Source: an optimization exercise on an open RTL-to-GDS flow (aim: small area, a short achievable clock period and few clock cycles per item). Production flows keep margins and buffers that such runs may drop. Only simulation tests tie the RTL to the original design; equivalence was not proved.

## flow/design.v (module list and top-level ports; edited modules follow where they fit)
// module fccm_booth: 16 lines
// module fccm_lane: 336 lines
// module fccm_sum1: 1198 lines
// module fccm_sum2: 451 lines
// module fccm_ctrl: 45 lines
// module fir_convolution_correlation_modes: 394 lines
module fir_convolution_correlation_modes (
  input  logic                                    clk_i,
  input  logic                                    rst_ni,
  input  logic                                    in_valid_i,
  output logic                                    in_ready_o,
  input  logic                                    cmd_i,
  input  logic [fccm_pkg::TAP_IDX_W-1:0]          tap_index_i,
  input  logic signed [fccm_pkg::SAMPLE_BITS-1:0] data_value_i,
  input  logic                                    end_of_block_i,
  output logic                                    out_valid_o,
  input  logic                                    out_ready_i,
  output logic signed [fccm_pkg::RES_BITS-1:0]    result_value_o,
  output logic                                    last_result_o,
  input  logic                                    cfg_valid_i,
  output logic                                    cfg_ready_o,
  input  logic [fccm_pkg::REG_IDX_W-1:0]          cfg_index_i,
  input  logic [fccm_pkg::CFG_W-1:0]              cfg_data_i
);
  // ...
==> flow/run.sh <==
#!/bin/bash
# synth_recipe.tcl (not shown) runs the flow's synth.tcl, then flattens the netlist and writes it again
# the make line also repeats each setting of config.mk as NAME=value (left out here)
make -C /OpenROAD-flow-scripts/flow DESIGN_CONFIG=/design/flow/config.mk WORK_HOME=/design/flow/orfs CLKGATE_MAP_FILE= SYNTH_SCRIPT=/design/flow/synth_recipe.tcl finish
==> flow/config.mk <==
export PLATFORM = sky130hd
export DESIGN_NAME = fir_convolution_correlation_modes
export DESIGN_NICKNAME = fir_convolution_correlation_modes
export VERILOG_FILES = /design/flow/design.v
export SDC_FILE = /design/flow/constraint.sdc
export NUM_CORES = 4
export LEC_CHECK = 0
export CAP_MARGIN = 20
export CORE_MARGIN = 2
export CORE_UTILIZATION = 40
export SETUP_SLACK_MARGIN = 4.5
export SLEW_MARGIN = 20
==> flow/constraint.sdc <==
create_clock -name core_clock -period 8.0 [get_ports {clk_i}]
set_input_delay 1.6000 -clock core_clock [delete_from_list [all_inputs] [get_ports {clk_i}]]
set_output_delay 1.6000 -clock core_clock [all_outputs]
set_load 0.01 [all_outputs]
==> flow_metrics.env, run 1 <==
export IMPL_status="no timing/DRC/antenna violations"
export IMPL_r2r_end="msk_q[2]$_DFF_PN0_"
export IMPL_busiest_layer="met2"
export IMPL_drc=0
export IMPL_min_from="r3_q$_DFF_P_"
export IMPL_fin_ws_ns=4.00
export IMPL_r2r_start="bnew_q$_DFF_PN1_"
export IMPL_port_buffers=79
export IMPL_start_kind="flip-flop"
export IMPL_synth_edf_count=1260
export IMPL_nets=12725
export IMPL_r2r_setup_slack_ns=4.00
export IMPL_r2r_cells=17
export IMPL_cts_sinks=2454
export IMPL_die_h_um=591
export IMPL_multi_input_area_sq_um=66800
export IMPL_wirelength_met1_mm=182
export IMPL_grt_total_usage_pct=27.3
export IMPL_required_ns=8.77
export IMPL_cp_num_buf_inv=2
export IMPL_grt_util_met1_pct=33.4
export IMPL_grt_antenna_before_repair=70
export IMPL_drt_wirelength_per_cell_um=30.1
export IMPL_postCtsSetupBuffers=15
export IMPL_grt_first_pass_wirelength_mm=690
export IMPL_met2_usage_pct=43.1
export IMPL_grt_max_degree=181
export IMPL_synth_top_family_by_area="adder cells"
export IMPL_syn_area_sq_um=138000
export IMPL_num_io_pins=80
export IMPL_die_area_sq_um=349000
export IMPL_ys_seq_area_share_pct=45.5
export IMPL_cp_arrival_ns=4.78
export IMPL_drtPass1Iterations=6
export IMPL_worst_path_max_delay_cell="dfstp_2"
export IMPL_synthAdderAreaFrac_pct=19.0
export IMPL_dp_hpwl_mm=362
export IMPL_slew_headroom_pct=21.0
export IMPL_finalSetupTns_ns=0
Testbench counts, summed over its fixed seeds: cycles 12,376, results 3,895.
==> module fir_convolution_correlation_modes, before the edit <==
module fir_convolution_correlation_modes (
  input  logic                                    clk_i,
  input  logic                                    rst_ni,
  input  logic                                    in_valid_i,
  output logic                                    in_ready_o,
  input  logic                                    cmd_i,
  input  logic [fccm_pkg::TAP_IDX_W-1:0]          tap_index_i,
  input  logic signed [fccm_pkg::SAMPLE_BITS-1:0] data_value_i,
  input  logic                                    end_of_block_i,
  output logic                                    out_valid_o,
  input  logic                                    out_ready_i,
  output logic signed [fccm_pkg::RES_BITS-1:0]    result_value_o,
  output logic                                    last_result_o,
  input  logic                                    cfg_valid_i,
  output logic                                    cfg_ready_o,
  input  logic [fccm_pkg::REG_IDX_W-1:0]          cfg_index_i,
  input  logic [fccm_pkg::CFG_W-1:0]              cfg_data_i
);
  localparam int P  = 8;
  localparam int NR = 4;
  localparam int W  = 37;
  localparam int LW = 32;
  localparam int F  = 5;
  logic [1:0] mode_q;
  logic       op_q;
  logic [5:0] k_q;        
  logic [5:0] k_cfg;
  always_comb begin
    if (cfg_data_i == 6'd0) k_cfg = 6'd1;
    else if (cfg_data_i > 6'd32) k_cfg = 6'd32;
    else k_cfg = cfg_data_i;
  end
  always_ff @(posedge clk_i or negedge rst_ni) begin
    if (!rst_ni) begin
      mode_q <= 2'd0;
      op_q   <= 1'b0;
      k_q    <= 6'd1;
    end else if (cfg_valid_i && cfg_ready_o) begin
      case (cfg_index_i)
        2'd0: mode_q <= cfg_data_i[1:0];
        2'd1: op_q   <= cfg_data_i[0];
        2'd2: k_q    <= k_cfg;
        default: ;
      endcase
    end
  end
  logic       valid_m, same_m, full_m;
  logic [4:0] km1;
  logic [3:0] half;
  assign valid_m = mode_q[1];
  assign same_m  = (mode_q == 2'd1);
  assign full_m  = (mode_q == 2'd0);
  assign km1     = 5'(k_q - 6'd1);
  assign half    = km1[4:1];
  logic        ib_cmd, ib_eob;
  logic [4:0]  ib_idx;
  logic [15:0] ib_data;
  logic        ib_valid, ib_pop;
  fccm_ctrl u_ibuf (
    .clk_i        (clk_i),
    .rst_ni       (rst_ni),
    .in_valid_i   (in_valid_i),
    .in_ready_o   (in_ready_o),
    .cmd_i        (cmd_i),
    .tap_index_i  (tap_index_i),
    .data_value_i (data_value_i),
    .end_of_block_i(end_of_block_i),
    .pop_i        (ib_pop),
    .valid_o      (ib_valid),
    .cmd_o        (ib_cmd),
    .idx_o        (ib_idx),
    .data_o       (ib_data),
    .eob_o        (ib_eob),
    .idle_o       (cfg_ready_o)
  );
  logic [4:0] rot_q, rot_d, rot_tgt_q, wr_off_q;
  logic       rot_busy_q, rot_busy_d, cfg_wr_q, cfg_recent_q;
  assign rot_d      = rot_busy_q ? rot_q + 5'd1 : rot_q;
  assign rot_busy_d = rot_d != rot_tgt_q;
  always_ff @(posedge clk_i or negedge rst_ni) begin
    if (!rst_ni) begin
      rot_q        <= 5'd0;
      rot_busy_q   <= 1'b0;
      wr_off_q     <= 5'd0;
      rot_tgt_q    <= 5'd0;
      cfg_wr_q     <= 1'b0;
      cfg_recent_q <= 1'b0;
    end else begin
      rot_q        <= rot_d;
      rot_busy_q   <= rot_busy_d;
      wr_off_q     <= rot_d + 5'(rot_busy_d);
      rot_tgt_q    <= op_q ? 5'(6'd32 - k_q) : 5'd0;
      cfg_wr_q     <= cfg_valid_i && cfg_ready_o;
      cfg_recent_q <= cfg_wr_q;
    end
  end
  logic       act_q, last_q, first_q, rl_q, credit_q;
  logic [1:0] rnd_q, rhi_q;
  logic [5:0] lim_q;
  logic       tail_q, temit_q, tlast_q, y0e_q;
  logic [4:0] tt_q, tend_q, tstart_q;
  logic [5:0] fill_q;
  logic [4:0] pos_q;      
  logic       bnew_q;     
  logic [2:0] alloc_q;
  logic [NR-1:0]   rsel_q;
  logic [2*NR-1:0] ksel_q;
  logic [P-1:0]    msk_q;
  logic free;
  logic do_tail, do_tap, do_samp, shift, start;
  logic [5:0]  fill_base, fill_new, lim_new;
  logic        res_last, tails, y0_last, y0e_a, y0e_h;
  logic [4:0]  t_end, t_start, pos_inc, pos_a;
  logic        out_acc;
  assign free     = !act_q || last_q;
  assign do_tail  = free && tail_q && credit_q;
  assign do_tap   = free && !tail_q && ib_valid && !ib_cmd;
  assign do_samp  = free && !tail_q && ib_valid && ib_cmd && credit_q && !rot_busy_q &&
                    !cfg_recent_q;
  assign shift    = do_tail || do_samp;
  assign ib_pop   = do_tap || do_samp;
  assign start    = (do_samp && y0e_q) || (do_tail && temit_q);
  assign fill_base = bnew_q ? 6'd0 : fill_q;
  assign fill_new  = (fill_base == 6'd32) ? 6'd32 : fill_base + 6'd1;
  assign lim_new   = (fill_new < k_q) ? fill_new : k_q;
  always_comb begin
    t_end   = full_m ? km1 : 5'(half);
    tails   = ib_eob && !valid_m && (t_end != 5'd0);
    y0_last = ib_eob && !tails;
    if (same_m && (5'(half) > pos_q)) t_start = 5'(half) - pos_q;
    else t_start = 5'd1;
    res_last = tail_q ? tlast_q : y0_last;
    pos_inc  = (pos_q == 5'd31) ? 5'd31 : pos_q + 5'd1;
    pos_a    = ib_eob ? 5'd0 : pos_inc;
    if (valid_m)     y0e_a = pos_a >= km1;
    else if (same_m) y0e_a = pos_a >= 5'(half);
    else             y0e_a = 1'b1;
    if (valid_m)     y0e_h = pos_q >= km1;
    else if (same_m) y0e_h = pos_q >= 5'(half);
    else             y0e_h = 1'b1;
  end
  assign out_acc = out_valid_o && out_ready_i;
  logic [1:0] rlo, rhi_new, rnx;
  logic [P-1:0]    n_msk, c_msk;
  logic            n_last, c_last;
  logic [2:0] alloc_s, alloc_n;
  assign rlo     = tail_q ? 2'(tt_q >> 3) : '0;
  assign rhi_new = 2'((lim_new - 6'd1) >> 3);
  assign rnx     = rnd_q + 2'(1);
  assign n_last  = rlo == rhi_new;
  assign c_last  = rnx == rhi_q;
  assign alloc_n = alloc_q - 3'(out_acc);
  assign alloc_s = alloc_n + 3'(1);
  always_comb begin
    for (int j = 0; j < P; j++) begin
      n_msk[j] = {1'b0, rlo, 3'(j)} < lim_new;
      c_msk[j] = {1'b0, rnx, 3'(j)} < lim_q;
    end
  end
  always_ff @(posedge clk_i or negedge rst_ni) begin
    if (!rst_ni) begin
      act_q    <= 1'b0;
      last_q   <= 1'b0;
      first_q  <= 1'b0;
      rl_q     <= 1'b0;
      rnd_q    <= '0;
      rhi_q    <= '0;
      lim_q    <= 6'd0;
      rsel_q   <= '0;
      ksel_q   <= '0;
      msk_q    <= '0;
      tail_q   <= 1'b0;
      temit_q  <= 1'b0;
      tlast_q  <= 1'b0;
      y0e_q    <= 1'b1;
      tt_q     <= 5'd0;
      tend_q   <= 5'd0;
      tstart_q <= 5'd0;
      fill_q   <= 6'd0;
      pos_q    <= 5'd0;
      bnew_q   <= 1'b1;
      alloc_q  <= '0;
      credit_q <= 1'b1;
    end else begin
      act_q   <= start || (act_q && !last_q);
      first_q <= start;
      if (start) begin
        rl_q   <= res_last;
        rnd_q  <= rlo;
        rhi_q  <= rhi_new;
        lim_q  <= lim_new;
        last_q <= n_last;
        msk_q  <= n_msk;
        for (int r = 0; r < NR; r++) begin
          rsel_q[r]    <= rlo == 2'(r);
          ksel_q[r]    <= !op_q && rlo == 2'(r);
          ksel_q[NR+r] <= op_q && rlo == 2'(r);
        end
      end else begin
        rnd_q  <= rnx;
        last_q <= c_last;
        msk_q  <= c_msk;
        for (int r = 0; r < NR; r++) begin
          rsel_q[r]    <= rnx == 2'(r);
          ksel_q[r]    <= !op_q && rnx == 2'(r);
          ksel_q[NR+r] <= op_q && rnx == 2'(r);
        end
      end
      alloc_q  <= start ? alloc_s : alloc_n;
      credit_q <= start ? (alloc_s < 3'(F)) : (alloc_n < 3'(F));
      if (shift) fill_q <= fill_new;
      if (do_samp) begin
        pos_q  <= pos_a;
        y0e_q  <= y0e_a;
        bnew_q <= ib_eob && !tails;
        if (tails) begin
          tail_q   <= 1'b1;
          tt_q     <= 5'd1;
          tend_q   <= t_end;
          tstart_q <= t_start;
          temit_q  <= t_start <= 5'd1;
          tlast_q  <= t_end == 5'd1;
        end
      end else begin
        y0e_q <= y0e_h;
      end
      if (do_tail) begin
        tt_q    <= tt_q + 5'd1;
        temit_q <= tt_q + 5'd1 >= tstart_q;
        tlast_q <= tt_q + 5'd1 == tend_q;
        if (tlast_q) begin
          tail_q <= 1'b0;
          bnew_q <= 1'b1;
        end
      end
    end
  end
  logic [511:0] kern_q;    
  logic [511:0] hist_q;    
  logic [4:0] kw_slot;
  assign kw_slot = ib_idx + wr_off_q;
  always_ff @(posedge clk_i) begin
    for (int s = 0; s < 32; s++) begin
      if (do_tap && kw_slot == 5'(s)) kern_q[s*16 +: 16] <= ib_data;
      else if (rot_busy_q) kern_q[s*16 +: 16] <= kern_q[((s+31)%32)*16 +: 16];
    end
    if (shift) hist_q <= {hist_q[495:0], do_samp ? ib_data : 16'd0};
  end
  logic [15:0] a_sel [P];
  logic [15:0] b_sel [P];
  logic [23:0] d_sel [P];
  always_comb begin
    a_sel[0] = {16{msk_q[0]}} & (({16{rsel_q[0]}} & hist_q[0 +: 16]) | ({16{rsel_q[1]}} & hist_q[128 +: 16]) | ({16{rsel_q[2]}} & hist_q[256 +: 16]) | ({16{rsel_q[3]}} & hist_q[384 +: 16]));
    b_sel[0] = ({16{ksel_q[0]}} & kern_q[0 +: 16]) | ({16{ksel_q[1]}} & kern_q[128 +: 16]) | ({16{ksel_q[2]}} & kern_q[256 +: 16]) | ({16{ksel_q[3]}} & kern_q[384 +: 16]) |
                 ({16{ksel_q[4]}} & kern_q[496 +: 16]) | ({16{ksel_q[5]}} & kern_q[368 +: 16]) | ({16{ksel_q[6]}} & kern_q[240 +: 16]) | ({16{ksel_q[7]}} & kern_q[112 +: 16]);
    a_sel[1] = {16{msk_q[1]}} & (({16{rsel_q[0]}} & hist_q[16 +: 16]) | ({16{rsel_q[1]}} & hist_q[144 +: 16]) | ({16{rsel_q[2]}} & hist_q[272 +: 16]) | ({16{rsel_q[3]}} & hist_q[400 +: 16]));
    b_sel[1] = ({16{ksel_q[0]}} & kern_q[16 +: 16]) | ({16{ksel_q[1]}} & kern_q[144 +: 16]) | ({16{ksel_q[2]}} & kern_q[272 +: 16]) | ({16{ksel_q[3]}} & kern_q[400 +: 16]) |
                 ({16{ksel_q[4]}} & kern_q[480 +: 16]) | ({16{ksel_q[5]}} & kern_q[352 +: 16]) | ({16{ksel_q[6]}} & kern_q[224 +: 16]) | ({16{ksel_q[7]}} & kern_q[96 +: 16]);
    a_sel[2] = {16{msk_q[2]}} & (({16{rsel_q[0]}} & hist_q[32 +: 16]) | ({16{rsel_q[1]}} & hist_q[160 +: 16]) | ({16{rsel_q[2]}} & hist_q[288 +: 16]) | ({16{rsel_q[3]}} & hist_q[416 +: 16]));
    b_sel[2] = ({16{ksel_q[0]}} & kern_q[32 +: 16]) | ({16{ksel_q[1]}} & kern_q[160 +: 16]) | ({16{ksel_q[2]}} & kern_q[288 +: 16]) | ({16{ksel_q[3]}} & kern_q[416 +: 16]) |
                 ({16{ksel_q[4]}} & kern_q[464 +: 16]) | ({16{ksel_q[5]}} & kern_q[336 +: 16]) | ({16{ksel_q[6]}} & kern_q[208 +: 16]) | ({16{ksel_q[7]}} & kern_q[80 +: 16]);
    a_sel[3] = {16{msk_q[3]}} & (({16{rsel_q[0]}} & hist_q[48 +: 16]) | ({16{rsel_q[1]}} & hist_q[176 +: 16]) | ({16{rsel_q[2]}} & hist_q[304 +: 16]) | ({16{rsel_q[3]}} & hist_q[432 +: 16]));
    b_sel[3] = ({16{ksel_q[0]}} & kern_q[48 +: 16]) | ({16{ksel_q[1]}} & kern_q[176 +: 16]) | ({16{ksel_q[2]}} & kern_q[304 +: 16]) | ({16{ksel_q[3]}} & kern_q[432 +: 16]) |
                 ({16{ksel_q[4]}} & kern_q[448 +: 16]) | ({16{ksel_q[5]}} & kern_q[320 +: 16]) | ({16{ksel_q[6]}} & kern_q[192 +: 16]) | ({16{ksel_q[7]}} & kern_q[64 +: 16]);
    a_sel[4] = {16{msk_q[4]}} & (({16{rsel_q[0]}} & hist_q[64 +: 16]) | ({16{rsel_q[1]}} & hist_q[192 +: 16]) | ({16{rsel_q[2]}} & hist_q[320 +: 16]) | ({16{rsel_q[3]}} & hist_q[448 +: 16]));
    b_sel[4] = ({16{ksel_q[0]}} & kern_q[64 +: 16]) | ({16{ksel_q[1]}} & kern_q[192 +: 16]) | ({16{ksel_q[2]}} & kern_q[320 +: 16]) | ({16{ksel_q[3]}} & kern_q[448 +: 16]) |
                 ({16{ksel_q[4]}} & kern_q[432 +: 16]) | ({16{ksel_q[5]}} & kern_q[304 +: 16]) | ({16{ksel_q[6]}} & kern_q[176 +: 16]) | ({16{ksel_q[7]}} & kern_q[48 +: 16]);
    a_sel[5] = {16{msk_q[5]}} & (({16{rsel_q[0]}} & hist_q[80 +: 16]) | ({16{rsel_q[1]}} & hist_q[208 +: 16]) | ({16{rsel_q[2]}} & hist_q[336 +: 16]) | ({16{rsel_q[3]}} & hist_q[464 +: 16]));
    b_sel[5] = ({16{ksel_q[0]}} & kern_q[80 +: 16]) | ({16{ksel_q[1]}} & kern_q[208 +: 16]) | ({16{ksel_q[2]}} & kern_q[336 +: 16]) | ({16{ksel_q[3]}} & kern_q[464 +: 16]) |
                 ({16{ksel_q[4]}} & kern_q[416 +: 16]) | ({16{ksel_q[5]}} & kern_q[288 +: 16]) | ({16{ksel_q[6]}} & kern_q[160 +: 16]) | ({16{ksel_q[7]}} & kern_q[32 +: 16]);
    a_sel[6] = {16{msk_q[6]}} & (({16{rsel_q[0]}} & hist_q[96 +: 16]) | ({16{rsel_q[1]}} & hist_q[224 +: 16]) | ({16{rsel_q[2]}} & hist_q[352 +: 16]) | ({16{rsel_q[3]}} & hist_q[480 +: 16]));
    b_sel[6] = ({16{ksel_q[0]}} & kern_q[96 +: 16]) | ({16{ksel_q[1]}} & kern_q[224 +: 16]) | ({16{ksel_q[2]}} & kern_q[352 +: 16]) | ({16{ksel_q[3]}} & kern_q[480 +: 16]) |
                 ({16{ksel_q[4]}} & kern_q[400 +: 16]) | ({16{ksel_q[5]}} & kern_q[272 +: 16]) | ({16{ksel_q[6]}} & kern_q[144 +: 16]) | ({16{ksel_q[7]}} & kern_q[16 +: 16]);
    a_sel[7] = {16{msk_q[7]}} & (({16{rsel_q[0]}} & hist_q[112 +: 16]) | ({16{rsel_q[1]}} & hist_q[240 +: 16]) | ({16{rsel_q[2]}} & hist_q[368 +: 16]) | ({16{rsel_q[3]}} & hist_q[496 +: 16]));
    b_sel[7] = ({16{ksel_q[0]}} & kern_q[112 +: 16]) | ({16{ksel_q[1]}} & kern_q[240 +: 16]) | ({16{ksel_q[2]}} & kern_q[368 +: 16]) | ({16{ksel_q[3]}} & kern_q[496 +: 16]) |
                 ({16{ksel_q[4]}} & kern_q[384 +: 16]) | ({16{ksel_q[5]}} & kern_q[256 +: 16]) | ({16{ksel_q[6]}} & kern_q[128 +: 16]) | ({16{ksel_q[7]}} & kern_q[0 +: 16]);
  end
  for (genvar j = 0; j < P; j++) begin : g_enc
    fccm_booth u_booth (
      .a_i (a_sel[j]),
      .d_o (d_sel[j])
    );
  end
  logic [23:0] d1_q [P];
  logic [15:0] b1_q [P];
  logic v1_q, f1_q, l1_q, r1_q;
  always_ff @(posedge clk_i) begin
    for (int j = 0; j < P; j++) begin
      d1_q[j] <= d_sel[j];
      b1_q[j] <= b_sel[j];
    end
    f1_q <= first_q;
    r1_q <= rl_q;
  end
  logic [P*LW-1:0] ls, lc, ls_q, lc_q;
  logic v2_q, f2_q, l2_q, r2_q;
  for (genvar j = 0; j < P; j++) begin : g_lane
    fccm_lane u_lane (
      .d_i (d1_q[j]),
      .b_i (b1_q[j]),
      .s_o (ls[j*LW +: LW]),
      .c_o (lc[j*LW +: LW])
    );
  end
  always_ff @(posedge clk_i) begin
    ls_q <= ls;
    lc_q <= lc;
    r2_q <= r1_q;
  end
  logic [4*W-1:0] p, p_q;
  logic r3_q;
  fccm_sum1 u_sum1 (
    .ls_i (ls_q),
    .lc_i (lc_q),
    .r_o  (p)
  );
  always_ff @(posedge clk_i) begin
    p_q  <= p;
    r3_q <= r2_q;
  end
  logic [W-1:0] acc_s_q, acc_c_q, sum_s, sum_c, res_s_q, res_c_q;
  logic r4_q;
  fccm_sum2 u_sum2 (
    .r_i  (p_q),
    .fa_i (acc_s_q),
    .fb_i (acc_c_q),
    .s_o  (sum_s),
    .c_o  (sum_c)
  );
  always_ff @(posedge clk_i or negedge rst_ni) begin
    if (!rst_ni) begin
      acc_s_q <= '0;
      acc_c_q <= '0;
    end else begin
      acc_s_q <= (v3_q && !l3_q) ? sum_s : '0;
      acc_c_q <= (v3_q && !l3_q) ? sum_c : '0;
    end
  end
  always_ff @(posedge clk_i) begin
    res_s_q <= sum_s;
    res_c_q <= sum_c;
    r4_q    <= r3_q;
  end
  logic v3_q, l3_q, v4_q;
  always_ff @(posedge clk_i or negedge rst_ni) begin
    if (!rst_ni) begin
      v1_q <= 1'b0;
      l1_q <= 1'b0;
      v2_q <= 1'b0;
      l2_q <= 1'b0;
      v3_q <= 1'b0;
      l3_q <= 1'b0;
      v4_q <= 1'b0;
    end else begin
      v1_q <= act_q;
      l1_q <= act_q && last_q;
      v2_q <= v1_q;
      l2_q <= l1_q;
      v3_q <= v2_q;
      l3_q <= l2_q;
      v4_q <= v3_q && l3_q;
    end
  end
  logic [W-1:0]    q_val_q [F];
  logic            q_last_q [F];
  logic [2:0] q_cnt_q, q_wr;
  logic            ov_q;
  logic [W-1:0]    res_sum;
  assign res_sum = res_s_q + res_c_q;
  assign q_wr    = q_cnt_q - 3'(out_acc);
  always_ff @(posedge clk_i) begin
    for (int i = 0; i < F; i++) begin
      if (v4_q && q_wr == 3'(i)) begin
        q_val_q[i]  <= res_sum;
        q_last_q[i] <= r4_q;
      end else if (out_acc && i < F - 1) begin
        q_val_q[i]  <= q_val_q[(i+1)%F];
        q_last_q[i] <= q_last_q[(i+1)%F];
      end
    end
  end
  always_ff @(posedge clk_i or negedge rst_ni) begin
    if (!rst_ni) begin
      q_cnt_q <= '0;
      ov_q    <= 1'b0;
    end else begin
      q_cnt_q <= q_wr + 3'(v4_q);
      ov_q    <= (q_wr + 3'(v4_q)) != '0;
    end
  end
  assign out_valid_o    = ov_q;
  assign result_value_o = {{(fccm_pkg::RES_BITS-W){q_val_q[0][W-1]}}, q_val_q[0]};
  assign last_result_o  = q_last_q[0];
endmodule
==> run 2, diff against run 1 <==
--- a/flow/design.v
+++ b/flow/design.v
@@ -2164,5 +2164,5 @@
   logic [4:0] tt_q, tend_q, tstart_q;
-  logic [5:0] fill_q;
+  logic [5:0] fn_q;       
+  logic [5:0] nlim_q;     
   logic [4:0] pos_q;      
-  logic       bnew_q;     
   logic [2:0] alloc_q;
@@ -2173,3 +2173,3 @@
   logic do_tail, do_tap, do_samp, shift, start;
-  logic [5:0]  fill_base, fill_new, lim_new;
+  logic [5:0]  lim_new, fn_inc, fn_d;
   logic        res_last, tails, y0_last, y0e_a, y0e_h;
@@ -2185,5 +2185,9 @@
   assign start    = (do_samp && y0e_q) || (do_tail && temit_q);
-  assign fill_base = bnew_q ? 6'd0 : fill_q;
-  assign fill_new  = (fill_base == 6'd32) ? 6'd32 : fill_base + 6'd1;
-  assign lim_new   = (fill_new < k_q) ? fill_new : k_q;
+  assign lim_new = nlim_q;
+  assign fn_inc  = (fn_q == 6'd32) ? 6'd32 : fn_q + 6'd1;
+  always_comb begin
+    if (do_samp)      fn_d = (ib_eob && !tails) ? 6'd1 : fn_inc;
+    else if (do_tail) fn_d = tlast_q ? 6'd1 : fn_inc;
+    else              fn_d = fn_q;
+  end
   always_comb begin
@@ -2241,5 +2245,5 @@
       tstart_q <= 5'd0;
-      fill_q   <= 6'd0;
+      fn_q     <= 6'd1;
+      nlim_q   <= 6'd1;
       pos_q    <= 5'd0;
-      bnew_q   <= 1'b1;
       alloc_q  <= '0;
@@ -2273,3 +2277,4 @@
       credit_q <= start ? (alloc_s < 3'(F)) : (alloc_n < 3'(F));
-      if (shift) fill_q <= fill_new;
+      fn_q   <= fn_d;
+      nlim_q <= (fn_d < k_q) ? fn_d : k_q;
       if (do_samp) begin
@@ -2277,3 +2282,2 @@
         y0e_q  <= y0e_a;
-        bnew_q <= ib_eob && !tails;
         if (tails) begin
@@ -2293,6 +2297,3 @@
         tlast_q <= tt_q + 5'd1 == tend_q;
-        if (tlast_q) begin
-          tail_q <= 1'b0;
-          bnew_q <= 1'b1;
-        end
+        if (tlast_q) tail_q <= 1'b0;
       end
@@ -2370,2 +2371,3 @@
     lc_q <= lc;
+    f2_q <= f1_q;
     r2_q <= r1_q;
@@ -2373,3 +2375,3 @@
   logic [4*W-1:0] p, p_q;
-  logic r3_q;
+  logic f3_q, r3_q;
   fccm_sum1 u_sum1 (
@@ -2381,5 +2383,6 @@
     p_q  <= p;
+    f3_q <= f2_q;
     r3_q <= r2_q;
   end
-  logic [W-1:0] acc_s_q, acc_c_q, sum_s, sum_c, res_s_q, res_c_q;
+  logic [W-1:0] acc_s_q, acc_c_q, sum_s, sum_c;
   logic r4_q;
@@ -2387,4 +2390,4 @@
     .r_i  (p_q),
-    .fa_i (acc_s_q),
-    .fb_i (acc_c_q),
+    .fa_i (f3_q ? '0 : acc_s_q),
+    .fb_i (f3_q ? '0 : acc_c_q),
     .s_o  (sum_s),
@@ -2392,14 +2395,5 @@
   );
-  always_ff @(posedge clk_i or negedge rst_ni) begin
-    if (!rst_ni) begin
-      acc_s_q <= '0;
-      acc_c_q <= '0;
-    end else begin
-      acc_s_q <= (v3_q && !l3_q) ? sum_s : '0;
-      acc_c_q <= (v3_q && !l3_q) ? sum_c : '0;
-    end
-  end
   always_ff @(posedge clk_i) begin
-    res_s_q <= sum_s;
-    res_c_q <= sum_c;
+    acc_s_q <= sum_s;
+    acc_c_q <= sum_c;
     r4_q    <= r3_q;
@@ -2431,3 +2425,3 @@
   logic [W-1:0]    res_sum;
-  assign res_sum = res_s_q + res_c_q;
+  assign res_sum = acc_s_q + acc_c_q;
   assign q_wr    = q_cnt_q - 3'(out_acc);
--- a/flow/config.mk
+++ b/flow/config.mk
@@ -10,3 +10,3 @@
 export CORE_UTILIZATION = 40
-export SETUP_SLACK_MARGIN = 4.5
+export SETUP_SLACK_MARGIN = 4.6
 export SLEW_MARGIN = 20
==> run 2 against run 1 <==
Wire length decreased by 1.6%. Non-clock buffer count decreased by 36. Cell count decreased by 1.5%. Global-route usage decreased by 0.15 points. Critical path type unchanged. Still clean on timing, DRC and antenna. Hold slack got worse by 0.0069 ns.
==> flow_metrics.env, run 2 <==
export IMPL_synth_cell_types=82
export IMPL_cap_violations=0
export IMPL_start_kind="flip-flop"
export IMPL_drc=0
export IMPL_rsz0062_at_grt="yes"
export IMPL_synthCells=11364
export IMPL_final_common_cell="a22oi_1"
export IMPL_die_x_um=587
export IMPL_clock_latency_ns=0.95
export IMPL_fmax_mhz=288
export IMPL_crit_type="reg2reg"
export IMPL_drive_above_1_share_pct=15.2
export IMPL_cp_common_cell="buf_4"
export IMPL_cts_tree="done"
export IMPL_viasPerCell=5.76
export IMPL_worst_path_max_delay_cell="dfstp_2"
export IMPL_port_buffers=79
export IMPL_ys_seq_area_share_pct=44.9
export IMPL_cts_hold_buf=0
export IMPL_wl_met3_mm=44.5
export IMPL_wirelength_met1_mm=182
export IMPL_drtPass1Iterations=6
export IMPL_wirelength_mm=478
export IMPL_grt_antenna_before_repair=63
export IMPL_cts_buffer_depth=4
export IMPL_cp_arrival_ns=4.23
export IMPL_setup_viol=0
export IMPL_reg_top3="hist_q (512), kern_q (512), ls_q (248)"
export IMPL_grt_max_degree=90
export IMPL_cts_buffers=276
export IMPL_syn_area_sq_um=136000
export IMPL_die_area_sq_um=344000
export IMPL_crit_chain="inv_4 > ha_4 > and3b_2 > a31oi_4 > buf_4 > buf_4 > buf_4 > buf_4 > buf_4 > buf_4 > buf_4 > buf_4 > buf_4 > buf_4 > buf_4 > buf_4 > buf_4 > buf_4 > a211oi_1 > or4b_4 > a21oi_2 > a21oi_1"
export IMPL_core_area_sq_um=337000
export IMPL_drt_wirelength_per_cell_um=30.1
export IMPL_drt_antenna_violating_nets=0
export IMPL_slew_headroom_pct=16.1
export IMPL_synth_fp_nets=12816
export IMPL_wl_met2_mm=217
export IMPL_ys_seq_elements=2389
export IMPL_async_flop_share_pct=4.86
export IMPL_worst_pin_slew_ns=1.26
export IMPL_most_common_layout_cells="a22oi_1 (1681), inv_1 (1429), edfxtp_1 (1260)"
export IMPL_r2r_start="k_q[0]$_DFFE_PN1P_"
export IMPL_synthFlopType="edfxtp_1"
export IMPL_finalSetupTns_ns=0
export IMPL_ctsRootBufferMaster="clkbuf_16"
export IMPL_grt_total_usage_pct=27.1
export IMPL_overflow=0
export IMPL_period_minus_slack_ns=3.47
export IMPL_cp_top_family="buffers and inverters"
export IMPL_clk_pin_slew_ns=0.06
export IMPL_nets=12503
export IMPL_max_stage_delay_ns=0.57
export IMPL_cp_num_buf_inv=15
export IMPL_fp_row_count=213
export IMPL_num_vias=91441
export IMPL_cts_sinks=2389
export IMPL_start_util_pct=40.3
export IMPL_first_global_vias=91832
export IMPL_path_max_fanout=4
export IMPL_grt_first_pass_wirelength_mm=680
export IMPL_min_from="f1_q$_DFF_P_"
export IMPL_layout_cells_non_filler=15879
export IMPL_top_layer_used="met5"
export IMPL_final_cell_area_sq_um=152000
export IMPL_hold_ws_ns=0.325
export IMPL_synth_most_common_cell="a22oi_1"
export IMPL_synth_area_leaders="edfxtp_1 (28%), fa_1 (17%), dfxtp_1 (15%)"
export IMPL_dp_hpwl_mm=360
export IMPL_required_ns=8.76
export IMPL_h_tree_depth=5
export IMPL_place_area_sq_um=140000
export IMPL_setup_worst_path_end_class="flip-flop"
export IMPL_slew_violations=0
export IMPL_cp_startpoint="k_q[0]$_DFFE_PN1P_"
export IMPL_place_gp_congestion=0.998
export IMPL_synth_area_per_cell_sq_um=11.9
export IMPL_hold_path_class="reg2reg"
export IMPL_synth_warnings=18
export IMPL_synth_edf_count=1260
export IMPL_num_io_pins=80
export IMPL_status="no timing/DRC/antenna violations"
export IMPL_synth_area_leader_cell="edfxtp_1"
export IMPL_layout_area_overhead_vs_synth_pct=11.7
export IMPL_hold_violations=0
export IMPL_fin_crit_sh_pct=43.4
export IMPL_synth_commonest_cells="a22oi_1 (1682), inv_1 (1433), edfxtp_1 (1260)"
export IMPL_synth_top_cell_area_share_pct=27.9
export IMPL_dp_cells=15204
export IMPL_die_h_um=587
export IMPL_drt_iter0_markers=11268
export IMPL_fin_skew_ns=0.0943
run 2: kinds of logic after synthesis:
kind of cell | count (synthesis) | synth area share, %
AOI/OAI and AO/OA | 2169 | 11.6
DFF | 2389 | 44.9
muxes | 649 | 5.36
adders and majority gates | 1418 | 19.3
xor gates and xnor gates | 1221 | 7.89
and+or+nand+nor | 1156 | 4.39
buffers and inverters | 2362 | 6.58
run 2: per-layer routing:
layer	GRT usage (%)	up-vias
li1	-	38462
met1	34.2	46467
met2	42.4	5334
met3	6.20	1152
met4	16.8	26
met5	0	-
run 2: stage by stage:
step           setup slack (ns)  util, %
2_1_floorplan             -1.89        -
3_3_place_gp               3.45     41.6
3_5_place_dp               3.36     41.6
4_1_cts                    4.57     44.6
5_1_grt                    4.35     45.0
6_report                   4.53     45.0
run 2: area by class of cell:
| cell class | instances | area [sq um] |
|---|---|---|
| Tap cell | 4515 | 5650 |
| Timing Repair inverter | 2 | 10.0 |
| Sequential cell | 2389 | 61400 |
| Clock inverter | 137 | 1520 |
| Clock buffer | 364 | 7600 |
| Fill cell | 30507 | 185000 |
| Antenna cell | 90 | 225 |
| Inverter | 1452 | 5460 |
| Timing Repair Buffer | 314 | 3070 |
| Multi-Input combinational cell | 6616 | 66800 |
run 2: final timing paths:
kind                                         end  slack, ns  cells past startpoint
setup reg to reg           tend_q[0]$_DFFE_PN0P_       4.53                     22
hold / removal                      f2_q$_DFF_P_       0.32                      0
hold reg to reg                     f2_q$_DFF_P_       0.32                      0
min in group asynchronous    ksel_q[7]$_DFF_PN0_       0.68                      1
max in group asynchronous         ov_q$_DFF_PN0_       5.84                      2
setup / recovery           tend_q[0]$_DFFE_PN0P_       4.53                     22
run 2: worst reg2reg max path, cell delays in order, from the launching register on:
cell and delay (ns):
dfstp_2 0.57, inv_4 0.05, ha_4 0.17, and3b_2 0.23, a31oi_4 0.19, buf_4 0.15
buf_4 0.09, buf_4 0.09, buf_4 0.10, buf_4 0.10, buf_4 0.10, buf_4 0.10
buf_4 0.09, buf_4 0.08, buf_4 0.09, buf_4 0.09, buf_4 0.09, buf_4 0.09
buf_4 0.09, a211oi_1 0.04, or4b_4 0.52, a21oi_2 0.15, a21oi_1 0.06
run 2: timing repair:
| action | CTS | global route |
|---|---|---|
| gates resized for setup | 345 | 143 |
| cloned | 6 | 2 |
| pin swaps | 24 | 19 |
| setup buffers | 41 | 28 |
| setup endpoints to repair | 1653 | 1138 |
Testbench counts of run 2, summed over its fixed seeds: cycles 12,376, results 3,895.
==> run 3, diff against run 2 <==
--- a/flow/config.mk
+++ b/flow/config.mk
@@ -9,3 +9,5 @@
 export CORE_MARGIN = 2
-export CORE_UTILIZATION = 40
+export CORE_UTILIZATION = 50
+export CTS_CLUSTER_DIAMETER = 100
+export CTS_CLUSTER_SIZE = 30
 export SETUP_SLACK_MARGIN = 4.6
==> run 3 against run 2 <==
Die area shrank 20%. Cell count decreased by 7.8%. Global-route usage is 6.0 points higher. Clock skew fell by 0.034 ns. Fmax decreased by 5.4%. Hold slack improved by 0.027 ns. Largest cell class unchanged.
==> flow_metrics.env, run 3 <==
export IMPL_status="no timing/DRC/antenna violations"
export IMPL_crit_chain="clkinvlp_4 > ha_4 > buf_6 > nor2_4 > a31oi_4 > nor3_4 > o21ai_4 > a21oi_4 > nor3_2 > a21oi_2 > nand2_2 > ha_4 > a21o_1 > a21o_1 > a21oi_2 > nand3b_1 > o21ai_4 > mux2_4"
export IMPL_viasPerCell=6.15
export IMPL_period_minus_slack_ns=3.67
export IMPL_port_buffers=79
export IMPL_seq_area_sq_um=61400
export IMPL_drtPass1Iterations=11
export IMPL_clk_pin_slew_ns=0.12
export IMPL_place_gp_congestion=0.976
export IMPL_r2r_setup_slack_ns=4.33
export IMPL_cap_violations=0
export IMPL_synth_warnings=18
export IMPL_synth_edf_count=1260
export IMPL_drc=0
export IMPL_fin_skew_ns=0.0606
export IMPL_reg_top3="hist_q (512), kern_q (512), ls_q (248)"
export IMPL_cp_arrival_ns=4.39
export IMPL_layout_area_overhead_vs_synth_pct=7.03
export IMPL_ctsRootBufferMaster="clkbuf_16"
export IMPL_hold_path_cell_count=0
export IMPL_start_kind="flip-flop"
export IMPL_dp_hpwl_mm=354
export IMPL_slew_headroom_pct=16.5
export IMPL_cts_hold_buf=0
export IMPL_finalSetupTns_ns=0
export IMPL_preCtsSetupSlack_ns=3.16
export IMPL_fin_ws_ns=4.33
export IMPL_hold_ws_ns=0.352
export IMPL_grt_antenna_before_repair=61
export IMPL_async_flop_share_pct=4.86
export IMPL_min_to="r3_q$_DFF_P_"
export IMPL_synth_cell_types=82
export IMPL_slew_violations=0
export IMPL_syn_area_sq_um=136000
export IMPL_first_global_vias=89095
export IMPL_synth_most_common_cell="a22oi_1"
export IMPL_drive_above_1_share_pct=13.3
export IMPL_num_io_pins=80
export IMPL_setup_viol=0
export IMPL_die_h_um=525
export IMPL_drt_iter0_markers=11323
export IMPL_crit_type="reg2reg"
export IMPL_die_area_sq_um=276000
export IMPL_r2r_end="nlim_q[5]$_DFF_PN0_"
export IMPL_worst_pin_slew_ns=1.25
export IMPL_die_x_um=525
export IMPL_fmax_mhz=272
export IMPL_rsz0062_at_grt="yes"
export IMPL_synth_area_leader_cell="edfxtp_1"
export IMPL_multi_input_area_sq_um=66900
export IMPL_grt_total_usage_pct=33.1
export IMPL_fin_util_pct=53.7
export IMPL_h_tree_depth=3
export IMPL_fill_cells=22994
export IMPL_synth_top_cell_area_share_pct=27.9
export IMPL_synthCells=11364
export IMPL_grt_max_degree=215
export IMPL_cts_tree="done"
export IMPL_required_ns=8.72
export IMPL_worst_path_max_delay_cell="dfstp_2"
export IMPL_cts_buffer_depth=3
export IMPL_place_area_sq_um=139000
export IMPL_drt_antenna_violating_nets=0
export IMPL_grt_first_pass_wirelength_mm=659
export IMPL_synth_commonest_cells="a22oi_1 (1682), inv_1 (1433), edfxtp_1 (1260)"
export IMPL_ys_seq_area_share_pct=44.9
export IMPL_wirelength_mm=466
export IMPL_ys_seq_elements=2389
export IMPL_synth_area_leaders="edfxtp_1 (28%), fa_1 (17%), dfxtp_1 (15%)"
export IMPL_hold_path_class="reg2reg"
export IMPL_fp_row_count=191
export IMPL_start_util_pct=50.2
export IMPL_r2r_start="k_q[0]$_DFFE_PN1P_"
export IMPL_final_common_cell="a22oi_1"
export IMPL_synth_fp_nets=12816
export IMPL_min_from="r2_q$_DFF_P_"
export IMPL_core_area_sq_um=271000
export IMPL_most_common_layout_cells="a22oi_1 (1681), inv_1 (1430), edfxtp_1 (1260)"
export IMPL_cts_sinks=2389
export IMPL_overflow=0
export IMPL_drt_wirelength_per_cell_um=31.9
export IMPL_setup_worst_path_end_class="flip-flop"
export IMPL_synth_area_per_cell_sq_um=11.9
export IMPL_clock_latency_ns=0.85
export IMPL_num_vias=89981
export IMPL_path_max_fanout=5
export IMPL_nets=12349
export IMPL_hold_violations=0
export IMPL_r2r_cells=18
export IMPL_fin_crit_sh_pct=45.9
export IMPL_final_cell_area_sq_um=145000
export IMPL_synthFlopType="edfxtp_1"
export IMPL_max_stage_delay_ns=0.58
export IMPL_cts_buffers=108
==> run 3: cell type report <==
| cell class | instances | area share [%] |
|---|---|---|
| clock inverters | 50 | 0.577 |
| inverters | 1452 | 3.76 |
| repair buffers | 321 | 2.11 |
| multi-input cells | 6623 | 46.0 |
| repair inverters | 2 | 0.00689 |
| well taps | 3570 | 3.07 |
| flip-flops and latches | 2389 | 42.2 |
| clock buffers | 149 | 2.06 |
| diodes | 78 | 0.134 |
==> run 3: critical path, delay by kind of cell (launching register included) <==
kind | cells | cell delay (ns)
multiplexers | 1 | 0.33
adder cells (fa/ha/maj) | 2 | 0.41
buffers and inverters | 2 | 0.24
AO/OA/AOI/OAI | 8 | 1.35
flip-flops | 1 | 0.58
AND/OR/NAND/NOR | 5 | 0.67
==> run 3: logic make-up (layout without fill, tap and decap cells) <==
group,count (synthesis),count (layout),share of synthesized area (%)
mux,649,649,5.36
fa+ha+maj,1418,1418,19.3
xor+xnor,1221,1221,7.89
compound gates,2169,2169,11.6
other cells,0,78,0
buf+inv,2362,1974,6.58
flops,2389,2389,44.9
simple gates,1156,1166,4.39
==> run 3: metrics by stage <==
step / cells
global placement: 14260
floorplan: 11364
finish: 14634
CTS: 14515
global route: 14584
detailed placement: 14263
==> run 3: worst max-delay path by stage <==
stage,end,from
CTS,nlim_q[5]$_DFF_PN0_,k_q[0]$_DFFE_PN1P_
floorplan,nlim_q[5]$_DFF_PN0_,u_ibuf.e0_q[22]$_DFFE_PP_
finish,nlim_q[5]$_DFF_PN0_,k_q[0]$_DFFE_PN1P_
global route,nlim_q[3]$_DFF_PN0_,k_q[0]$_DFFE_PN1P_
global placement,u_ibuf.e0_q[18]$_DFFE_PP_,rot_busy_q$_DFF_PN0_
detailed placement,u_ibuf.e0_q[20]$_DFFE_PP_,rot_busy_q$_DFF_PN0_
==> run 3: per-layer routing <==
layer | wire length [um] | GRT usage (%) | vias up | share of wire (%)
met5 | 283 | 0 | - | 0.061
met4 | 32800 | 19.4 | 40 | 7.0
met3 | 45500 | 8.48 | 954 | 9.8
met2 | 211000 | 51.4 | 4942 | 45
met1 | 177000 | 42.1 | 46102 | 38
li1 | - | - | 37943 | -
==> run 3: repair_timing <==
item | 4_1_cts | 5_1_grt
pin swaps | 25 | 26
gates cloned | 4 | 9
endpoints found under the setup margin | 1897 | 998
gates resized for setup | 319 | 143
buffers inserted | 49 | 24
==> run 4, diff against run 3 <==
--- a/flow/design.v
+++ b/flow/design.v
@@ -2109,10 +2109,27 @@
   end
-  logic       valid_m, same_m, full_m;
-  logic [4:0] km1;
+  logic       valid_m, same_m, full_m, tails_m;
+  logic [4:0] km1, t_end;
   logic [3:0] half;
-  assign valid_m = mode_q[1];
-  assign same_m  = (mode_q == 2'd1);
-  assign full_m  = (mode_q == 2'd0);
-  assign km1     = 5'(k_q - 6'd1);
-  assign half    = km1[4:1];
+  logic [4:0] km1_c, t_end_c;
+  assign km1_c   = 5'(k_q - 6'd1);
+  assign t_end_c = (mode_q == 2'd0) ? km1_c : {1'b0, km1_c[4:1]};
+  always_ff @(posedge clk_i or negedge rst_ni) begin
+    if (!rst_ni) begin
+      valid_m <= 1'b0;
+      same_m  <= 1'b0;
+      full_m  <= 1'b1;
+      tails_m <= 1'b0;
+      km1     <= 5'd0;
+      half    <= 4'd0;
+      t_end   <= 5'd0;
+    end else begin
+      valid_m <= mode_q[1];
+      same_m  <= mode_q == 2'd1;
+      full_m  <= mode_q == 2'd0;
+      tails_m <= !mode_q[1] && (t_end_c != 5'd0);
+      km1     <= km1_c;
+      half    <= km1_c[4:1];
+      t_end   <= t_end_c;
+    end
+  end
   logic        ib_cmd, ib_eob;
@@ -2175,3 +2192,3 @@
   logic        res_last, tails, y0_last, y0e_a, y0e_h;
-  logic [4:0]  t_end, t_start, pos_inc, pos_a;
+  logic [4:0]  t_start, pos_inc, pos_a;
   logic        out_acc;
@@ -2193,4 +2210,3 @@
   always_comb begin
-    t_end   = full_m ? km1 : 5'(half);
-    tails   = ib_eob && !valid_m && (t_end != 5'd0);
+    tails   = ib_eob && tails_m;
     y0_last = ib_eob && !tails;
--- a/flow/config.mk
+++ b/flow/config.mk
@@ -10,4 +10,4 @@
 export CORE_UTILIZATION = 50
-export CTS_CLUSTER_DIAMETER = 100
-export CTS_CLUSTER_SIZE = 30
+export CTS_CLUSTER_DIAMETER = 80
+export CTS_CLUSTER_SIZE = 24
 export SETUP_SLACK_MARGIN = 4.6
==> run 4 against run 3 <==
Still clean on timing, DRC and antenna. Utilization rose by 0.37 points. Count of clock-buffer cells in the layout rose by 35. Largest cell class unchanged.
==> flow_metrics.env, run 4 <==
export IMPL_status="no timing/DRC/antenna violations"
export IMPL_setup_worst_path_end_class="flip-flop"
export IMPL_start_kind="flip-flop"
export IMPL_drc=0
export IMPL_synth_top_cell_area_share_pct=27.8
export IMPL_fin_skew_ns=0.0482
export IMPL_grt_first_pass_wirelength_mm=666
export IMPL_layout_area_overhead_vs_synth_pct=7.62
export IMPL_cts_buffers=147
export IMPL_worst_pin_slew_ns=1.26
export IMPL_fin_util_pct=54.1
export IMPL_h_tree_depth=4
export IMPL_synth_fp_nets=12735
export IMPL_ys_seq_elements=2402
export IMPL_fin_ws_ns=4.51
export IMPL_crit_type="reg2reg"
export IMPL_synthFlopType="edfxtp_1"
export IMPL_drive_above_1_share_pct=14.0
export IMPL_hold_path_class="reg2reg"
export IMPL_cts_tree="done"
export IMPL_ys_seq_area_share_pct=45.1
export IMPL_cp_arrival_ns=4.03
export IMPL_wirelength_mm=468
export IMPL_die_x_um=525
export IMPL_dp_cells=14161
export IMPL_synth_area_leader_cell="edfxtp_1"
export IMPL_drt_iter0_markers=11401
export IMPL_preCtsSetupSlack_ns=3.28
export IMPL_synth_most_common_cell="a22oi_1"
export IMPL_first_global_vias=90057
export IMPL_synth_edf_count=1260
export IMPL_fin_crit_sh_pct=43.6
export IMPL_grt_antenna_before_repair=72
export IMPL_clock_latency_ns=0.87
export IMPL_period_minus_slack_ns=3.49
export IMPL_min_to="f3_q$_DFF_P_"
export IMPL_synth_area_leaders="edfxtp_1 (28%), fa_1 (17%), dfxtp_1 (15%)"
export IMPL_port_buffers=79
export IMPL_synthCells=11279
export IMPL_hold_violations=0
export IMPL_ctsRootBufferMaster="clkbuf_16"
export IMPL_dp_hpwl_mm=353
export IMPL_min_from="f2_q$_DFF_P_"
export IMPL_clk_pin_slew_ns=0.10
export IMPL_cap_violations=0
export IMPL_grt_total_usage_pct=33.4
export IMPL_synth_warnings=18
export IMPL_viasPerCell=6.21
export IMPL_r2r_cells=8
export IMPL_rsz0062_at_grt="yes"
export IMPL_path_max_fanout=18
export IMPL_r2r_start="u_ibuf.e0_q[18]$_DFFE_PP_"
export IMPL_layout_cells_non_filler=14547
export IMPL_r2r_end="kern_q[292]$_DFFE_PP_"
export IMPL_fp_row_count=191
export IMPL_final_common_cell="a22oi_1"
export IMPL_slew_headroom_pct=15.8
export IMPL_num_vias=90300
export IMPL_reg_top3="hist_q (512), kern_q (512), ls_q (248)"
export IMPL_slew_violations=0
export IMPL_most_common_layout_cells="a22oi_1 (1678), inv_1 (1366), edfxtp_1 (1260)"
export IMPL_overflow=0
export IMPL_die_area_sq_um=276000
export IMPL_finalSetupTns_ns=0
export IMPL_fmax_mhz=287
export IMPL_die_h_um=525
export IMPL_drtPass1Iterations=7
export IMPL_syn_area_sq_um=136000
export IMPL_core_area_sq_um=271000
export IMPL_nets=12250
export IMPL_place_gp_congestion=0.996
export IMPL_hold_ws_ns=0.331
export IMPL_r2r_setup_slack_ns=4.51
export IMPL_drt_antenna_violating_nets=0
export IMPL_cts_buffer_depth=3
export IMPL_start_util_pct=50.3
export IMPL_drt_wirelength_per_cell_um=32.2
export IMPL_num_io_pins=80
export IMPL_grt_max_degree=129
export IMPL_required_ns=8.55
export IMPL_synth_area_per_cell_sq_um=12.1
export IMPL_async_flop_share_pct=5.37
export IMPL_cts_sinks=2402
export IMPL_synth_cell_types=75
export IMPL_setup_viol=0
export IMPL_synth_commonest_cells="a22oi_1 (1678), inv_1 (1368), edfxtp_1 (1260)"
export IMPL_hold_path_cell_count=0
==> run 4: changes by cell type after synthesis, moves of 25 or more <==
cell / change
inv_1: -65
mux2_2: +60
xor2_1: +57
mux2_1: -25
clkbuf_1: +37
xnor2_1: -47
==> run 4: worst max-delay path by stage <==
stage | startpoint | to | slack, ns
global route | u_ibuf.e0_q[17]$_DFFE_PP_ | kern_q[424]$_DFFE_PP_ | 4.39
CTS | u_ibuf.e0_q[17]$_DFFE_PP_ | kern_q[424]$_DFFE_PP_ | 4.26
detailed placement | in_valid_i | u_ibuf.e0_q[16]$_DFFE_PP_ | 3.28
floorplan | last_q$_DFF_PN0_ | nlim_q[1]$_DFF_PN0_ | -1.95
global placement | in_valid_i | u_ibuf.e0_q[12]$_DFFE_PP_ | 3.38
finish | u_ibuf.e0_q[18]$_DFFE_PP_ | kern_q[292]$_DFFE_PP_ | 4.51
==> run 4: routing by layer <==
layer | global-route usage [%] | wire (um) | part of all wire (%) | vias up
met5 | 0 | 311 | 0.066 | -
met4 | 22.1 | 37200 | 7.9 | 46
met3 | 7.92 | 46600 | 10 | 1154
met2 | 51.4 | 211000 | 45 | 5319
met1 | 42.0 | 173000 | 37 | 46061
li1 | - | - | - | 37720
==> run 4: worst max-delay path, cell delays in order, from the launching register on <==
cell and delay (ns):
edfxtp_1 0.43, ha_1 0.32, a21o_1 0.18, a21oi_1 0.26, xor2_1 0.48, nand2_1 0.27, nor2_4 0.38, nand2_2 0.42
nand2b_2 0.41
==> run 4: kinds of logic (layout without fill, tap and decap cells) <==
family | after synthesis | after routing | synth area share [%]
fa+ha+maj | 1420 | 1420 | 19.3
simple gates | 1118 | 1126 | 4.27
flops | 2402 | 2402 | 45.1
other cells | 0 | 65 | 0
buf+inv | 2303 | 1928 | 6.38
xor+xnor | 1231 | 1231 | 7.94
mux | 684 | 684 | 5.65
compound gates | 2121 | 2121 | 11.4
==> run 4: final cells by class <==
class | instances | area, sq um
Antenna cell | 65 | 163
Clock buffer | 184 | 3910
Clock inverter | 83 | 1160
Fill cell | 22873 | 124000
Inverter | 1377 | 5180
Multi-Input combinational cell | 6582 | 66900
Sequential cell | 2402 | 61700
Tap cell | 3570 | 4470
Timing Repair Buffer | 284 | 2800
==> run 4: through the flow <==
| step | cell area [sq um] |
|---|---|
| 6_report | 146000 |
| 5_1_grt | 146000 |
| 4_1_cts | 145000 |
| 3_5_place_dp | 139000 |
| 3_3_place_gp | 139000 |
| 2_1_floorplan | 136000 |
==> run 4: repair_timing <==
item | in CTS | in global routing
pin swaps | 2 | 8
hold buffers | 0 | 0
gates cloned | 4 | 8
setup buffers | 12 | 26
setup endpoints to repair | 1689 | 1381
gates resized for setup | 303 | 142
Testbench counts of run 4, summed over its fixed seeds: cycles 12,376, results 3,895.
==> run 5, diff against run 4 <==
--- a/flow/config.mk
+++ b/flow/config.mk
@@ -12,3 +12,3 @@
 export CTS_CLUSTER_SIZE = 24
-export SETUP_SLACK_MARGIN = 4.6
+export SETUP_SLACK_MARGIN = 4.8
 export SLEW_MARGIN = 20
==> run 5 against run 4 <==
Register-to-register slack gained 0.24 ns. Clock skew is 0.0080 ns lower. Non-clock buffer count is 152 higher. Largest cell class unchanged.
==> flow_metrics.env, run 5 <==
export IMPL_cap_violations=0
export IMPL_first_global_vias=90818
export IMPL_synth_fp_nets=12735
export IMPL_drt_antenna_violating_nets=0
export IMPL_slew_headroom_pct=20.1
export IMPL_grt_total_usage_pct=34.4
export IMPL_drtPass1Iterations=7
export IMPL_cts_hold_buf=0
export IMPL_hold_violations=0
export IMPL_worst_pin_slew_ns=1.19
export IMPL_port_buffers=79
export IMPL_synth_most_common_cell="a22oi_1"
export IMPL_drive_above_1_share_pct=16.0
export IMPL_overflow=0
export IMPL_ctsRootBufferMaster="clkbuf_16"
export IMPL_hold_path_class="reg2reg"
export IMPL_core_area_sq_um=271000
export IMPL_final_cell_area_sq_um=149000
export IMPL_synth_edf_count=1260
export IMPL_place_area_sq_um=140000
export IMPL_drt_iter0_markers=10804
export IMPL_crit_type="reg2reg"
export IMPL_fmax_mhz=308
export IMPL_period_minus_slack_ns=3.24
export IMPL_die_h_um=525
export IMPL_clock_latency_ns=0.88
export IMPL_fp_row_count=191
export IMPL_cts_tree="done"
export IMPL_synth_warnings=18
export IMPL_cts_sinks=2402
export IMPL_async_flop_share_pct=5.37
export IMPL_path_max_fanout=44
export IMPL_setup_worst_path_end_class="flip-flop"
export IMPL_synthCells=11279
export IMPL_grt_first_pass_wirelength_mm=681
export IMPL_start_util_pct=50.3
export IMPL_cts_buffers=142
export IMPL_fin_skew_ns=0.0402
export IMPL_required_ns=8.70
export IMPL_synth_cell_types=75
export IMPL_cts_buffer_depth=3
export IMPL_fin_crit_sh_pct=40.5
export IMPL_num_vias=90255
export IMPL_ys_seq_area_share_pct=45.1
export IMPL_die_area_sq_um=276000
export IMPL_syn_area_sq_um=136000
export IMPL_viasPerCell=6.14
export IMPL_status="no timing/DRC/antenna violations"
export IMPL_h_tree_depth=4
export IMPL_nets=12393
export IMPL_rsz0062_at_grt="yes"
export IMPL_synth_area_leader_cell="edfxtp_1"
export IMPL_final_common_cell="a22oi_1"
export IMPL_start_kind="flip-flop"
export IMPL_most_common_layout_cells="a22oi_1 (1660), inv_1 (1365), edfxtp_1 (1260)"
export IMPL_finalSetupTns_ns=0
export IMPL_drc=0
export IMPL_slew_violations=0
export IMPL_fin_util_pct=55.0
export IMPL_layout_area_overhead_vs_synth_pct=9.42
export IMPL_reg_top3="hist_q (512), kern_q (512), ls_q (248)"
export IMPL_place_gp_congestion=1.00
export IMPL_drt_wirelength_per_cell_um=32.6
export IMPL_ys_seq_elements=2402
export IMPL_grt_antenna_before_repair=54
export IMPL_clk_pin_slew_ns=0.09
export IMPL_dp_hpwl_mm=360
export IMPL_synth_area_leaders="edfxtp_1 (28%), fa_1 (17%), dfxtp_1 (15%)"
export IMPL_synth_area_per_cell_sq_um=12.1
export IMPL_die_x_um=525
export IMPL_wirelength_mm=480
export IMPL_synth_commonest_cells="a22oi_1 (1678), inv_1 (1368), edfxtp_1 (1260)"
export IMPL_num_io_pins=80
export IMPL_synth_top_cell_area_share_pct=27.8
export IMPL_synthFlopType="edfxtp_1"
export IMPL_grt_max_degree=108
export IMPL_setup_viol=0
export IMPL_cp_arrival_ns=3.94
run 5: cell families after synthesis:
family	count (synthesis)	share of synthesized area (%)
flops	2402	45.1
buf+inv	2303	6.38
compound gates	2121	11.4
fa+ha+maj	1420	19.3
xor+xnor	1231	7.94
simple gates	1118	4.27
mux	684	5.65
run 5: final timing paths:
kind | start | slack, ns | cells after the start | to
max | rsel_q[0]$_DFF_PN0_ | 4.76 | 5 | d1_q[2][21]$_DFF_P_
min | f2_q$_DFF_P_ | 0.33 | 0 | f3_q$_DFF_P_
max reg2reg | rsel_q[0]$_DFF_PN0_ | 4.76 | 5 | d1_q[2][21]$_DFF_P_
min reg2reg | f2_q$_DFF_P_ | 0.33 | 0 | f3_q$_DFF_P_
max in group asynchronous | rst_ni | 5.78 | 2 | rsel_q[0]$_DFF_PN0_
min in group asynchronous | rst_ni | 0.77 | 1 | wr_off_q[4]$_DFF_PN0_
run 5: what timing repair did:
action,in CTS,in global routing
pin swaps,21,17
endpoints found under the setup margin,2205,1362
setup buffers,84,85
cloned,6,3
gates resized for setup,617,234
run 5: worst max-delay path, cell delays in order (launching register included):
cell and delay [ns]:
dfrtp_4 0.74, buf_4 0.56, a22oi_1 0.14, nand2_1 0.50
nand4_1 0.31, a21boi_1 0.69
run 5: layout make-up:
class	instances	area (sq um)
fillers	22818	122000
multi-input cells	6578	67300
flip-flops and latches	2402	62100
inverters	1377	5180
repair buffers	436	4530
well taps	3570	4470
clock buffers	186	3920
clock inverters	72	962
diodes	89	223
run 5: metal layers:
metal | share of wire (%) | vias to the layer above | wire (um) | track usage, %
met5 | 0.088 | - | 423 | 0.485
met4 | 7.6 | 36 | 36600 | 21.4
met3 | 9.7 | 1083 | 46500 | 8.93
met2 | 45 | 4930 | 215000 | 52.7
met1 | 38 | 46179 | 181000 | 43.4
li1 | - | 38027 | - | -
run 5: stage by stage:
step           setup slack, ns  cells  hold slack (ns)
2_1_floorplan            -1.95  11279            0.310
3_3_place_gp              2.64  14172            0.314
3_5_place_dp              2.96  14181            0.313
4_1_cts                   4.66  14529            0.335
5_1_grt                   4.75  14648            0.342
6_report                  4.76  14710            0.334
==> run 6, diff against run 5 <==
--- a/flow/config.mk
+++ b/flow/config.mk
@@ -12,3 +12,3 @@
 export CTS_CLUSTER_SIZE = 24
-export SETUP_SLACK_MARGIN = 4.8
+export SETUP_SLACK_MARGIN = 5.0
 export SLEW_MARGIN = 20
==> run 6 against run 5 <==
Still clean. Hold slack hardly changed. Register-to-register slack better by 0.15 ns. Cell count is 3.4% higher. Clock skew is 0.00050 ns higher. First-iteration DRC count is 7.1% higher. Global-route usage is 0.79 points higher. Utilization is 2.7 points higher. Worst setup slack better by 0.11 ns.
==> flow_metrics.env, run 6 <==
export IMPL_setup_viol=0
export IMPL_fin_skew_ns=0.0407
export IMPL_slew_violations=0
export IMPL_first_global_vias=92986
export IMPL_cts_buffers=142
export IMPL_grt_total_usage_pct=35.1
export IMPL_final_cell_area_sq_um=156000
export IMPL_port_buffers=79
export IMPL_synth_edf_count=1260
export IMPL_fp_row_count=191
export IMPL_ys_seq_elements=2402
export IMPL_num_vias=93549
export IMPL_final_common_cell="a22oi_1"
export IMPL_required_ns=6.40
export IMPL_max_stage_delay_ns=0.56
export IMPL_synthCells=11279
export IMPL_viasPerCell=6.15
export IMPL_start_util_pct=50.3
export IMPL_cts_buffer_depth=3
export IMPL_rsz0062_at_grt="yes"
export IMPL_finalSetupTns_ns=0
export IMPL_synth_cell_types=75
export IMPL_layout_area_overhead_vs_synth_pct=14.7
export IMPL_synth_area_leaders="edfxtp_1 (28%), fa_1 (17%), dfxtp_1 (15%)"
export IMPL_most_common_layout_cells="a22oi_1 (1454), inv_1 (1292), edfxtp_1 (1260)"
export IMPL_grt_max_degree=108
export IMPL_status="no timing/DRC/antenna violations"
export IMPL_drc=0
export IMPL_hold_ws_ns=0.334
export IMPL_place_gp_congestion=1.00
export IMPL_synth_commonest_cells="a22oi_1 (1678), inv_1 (1368), edfxtp_1 (1260)"
export IMPL_cts_hold_buf=0
export IMPL_ys_seq_area_share_pct=45.1
export IMPL_path_max_fanout=2
export IMPL_drt_iter0_markers=11575
export IMPL_num_io_pins=80
export IMPL_drt_wirelength_per_cell_um=32.7
export IMPL_wirelength_mm=498
export IMPL_crit_type="reg2out"
export IMPL_drive_above_1_share_pct=24.8
export IMPL_cp_top_family="flip-flops"
export IMPL_synth_area_per_cell_sq_um=12.1
export IMPL_synth_fp_nets=12735
export IMPL_cts_tree="done"
export IMPL_synth_warnings=18
export IMPL_worst_pin_slew_ns=1.26
export IMPL_cp_arrival_ns=1.53
export IMPL_clock_latency_ns=0.88
export IMPL_dp_hpwl_mm=360
export IMPL_grt_antenna_before_repair=58
export IMPL_drtPass1Iterations=8
export IMPL_cap_violations=0
export IMPL_fill_cells=22125
export IMPL_cts_sinks=2402
export IMPL_core_area_sq_um=271000
export IMPL_die_x_um=525
export IMPL_crit_chain="buf_6"
export IMPL_slew_headroom_pct=15.9
export IMPL_synthFlopType="edfxtp_1"
export IMPL_fin_crit_sh_pct=39.1
export IMPL_synth_most_common_cell="a22oi_1"
export IMPL_reg_top3="hist_q (512), kern_q (512), ls_q (248)"
export IMPL_grt_first_pass_wirelength_mm=696
export IMPL_h_tree_depth=4
export IMPL_syn_area_sq_um=136000
export IMPL_cp_num_buf_inv=1
export IMPL_clk_pin_slew_ns=0.09
export IMPL_fmax_mhz=319
export IMPL_async_flop_share_pct=5.37
==> run 6: changes by cell type in the layout (fill, tap and decap cells not counted), sizes merged <==
cell / change
buf: +511
bufbuf: +1
clkbuf: +5
clkdlybuf4s15: -14
diode: +9
dlygate4sd2: -21
dlymetal6s2s: -1
nand2: +3
nand2b: +2
nand3: +1
==> run 6: what timing repair did <==
item	4_1_cts	5_1_grt
endpoints found under the setup margin	2347	1554
cloned	11	7
gates resized for setup	1132	637
pin swaps	110	356
setup buffers	393	254
==> run 6: per-layer routing <==
layer | track usage, % | vias to the layer above | wire [um]
li1 | - | 39014 | -
met1 | 43.9 | 47649 | 186000
met2 | 54.0 | 5612 | 223000
met3 | 9.30 | 1248 | 50200
met4 | 22.6 | 26 | 38700
met5 | 0 | - | 161
==> run 6: worst paths after layout <==
path | from | depth (start not counted) | slack [ns] | to
setup reg to reg | d1_q[1][7]$_DFF_P_ | 9 | 4.91 | lc_q[52]$_DFF_P_
hold reg to reg | f2_q$_DFF_P_ | 0 | 0.33 | f3_q$_DFF_P_
max in group asynchronous | rst_ni | 2 | 5.77 | rsel_q[0]$_DFF_PN0_
hold / removal | f2_q$_DFF_P_ | 0 | 0.33 | f3_q$_DFF_P_
setup / recovery | u_ibuf.idle_q$_DFF_PN1_ | 1 | 4.87 | cfg_ready_o
min in group asynchronous | rst_ni | 1 | 0.77 | wr_off_q[2]$_DFF_PN0_
==> run 6: metrics by stage <==
step / setup slack [ns] / util [%] / std cells
4_1_cts: 4.81 / 55.8 / 14843
5_1_grt: 4.82 / 57.6 / 15130
6_report: 4.87 / 57.6 / 15206
3_3_place_gp: 2.64 / 51.5 / 14172
2_1_floorplan: -1.95 / - / 11279
3_5_place_dp: 2.96 / 51.6 / 14181
==> run 6: kinds of logic (layout without fill, tap and decap cells) <==
| kind of cell | Yosys count | count (layout) | share of synthesized area, % |
|---|---|---|---|
| fa+ha+maj | 1420 | 1420 | 19.3 |
| compound gates | 2121 | 2121 | 11.4 |
| other cells | 0 | 98 | 0 |
| mux | 684 | 684 | 5.65 |
| xor+xnor | 1231 | 1231 | 7.94 |
| buf+inv | 2303 | 2552 | 6.38 |
| flops | 2402 | 2402 | 45.1 |
| simple gates | 1118 | 1128 | 4.27 |
==> run 6: cell type report <==
type	instances	area [sq um]	area share, %
diodes	98	245	0.157
clock buffers	186	3920	2.51
clock inverters	72	962	0.617
inverters	1377	5180	3.32
multi-input cells	6584	69900	44.8
flip-flops and latches	2402	62300	40.0
well taps	3570	4470	2.86
repair buffers	917	8970	5.75

## re-timing with driven ports
Ports are ideal in the flow. The routed layouts listed here were re-timed in OpenROAD. Step 1, drivers: a clkbuf_16 drives clk_i and a buf_2 each remaining input, both assumed. Step 2 moves the port delays by t, midway between the first and last clock arrival at a register: inputs arrive t later, outputs are due t later. That takes back most of the time a late clock gives input paths. Three values: no drivers, after step 1, after step 2; two values: the first two.
| run | t, ns | setup slack, ns | hold WS [ns] | slew at the worst register clock pin (ns) | pins driven straight from the clock port |
|---|---|---|---|---|---|
| run 1 | 1.032 | 3.996 / 3.996 / 3.670 | 0.332 / 0.332 / 0.332 | 0.07 / 0.07 | 1 |
| run 2 | 1.006 | 4.526 / 4.526 / 3.752 | 0.325 / 0.325 / 0.325 | 0.08 / 0.08 | 1 |
| run 3 | 0.925 | 4.329 / 4.329 / 3.820 | 0.352 / 0.352 / 0.352 | 0.12 / 0.12 | 1 |
| run 4 | 0.951 | 4.514 / 4.514 / 3.715 | 0.331 / 0.331 / 0.331 | 0.10 / 0.10 | 1 |
| run 5 | 0.966 | 4.757 / 4.756 / 4.228 | 0.334 / 0.334 / 0.334 | 0.10 / 0.10 | 1 |
| run 6 | 0.965 | 4.869 / 4.763 / 4.270 | 0.334 / 0.334 / 0.334 | 0.10 / 0.10 | 1 |
After both steps setup and hold are still met in every run listed. The setup slack of run 4, which loses most, moves by 0.000 ns with the drivers and by -0.799 ns with both steps.
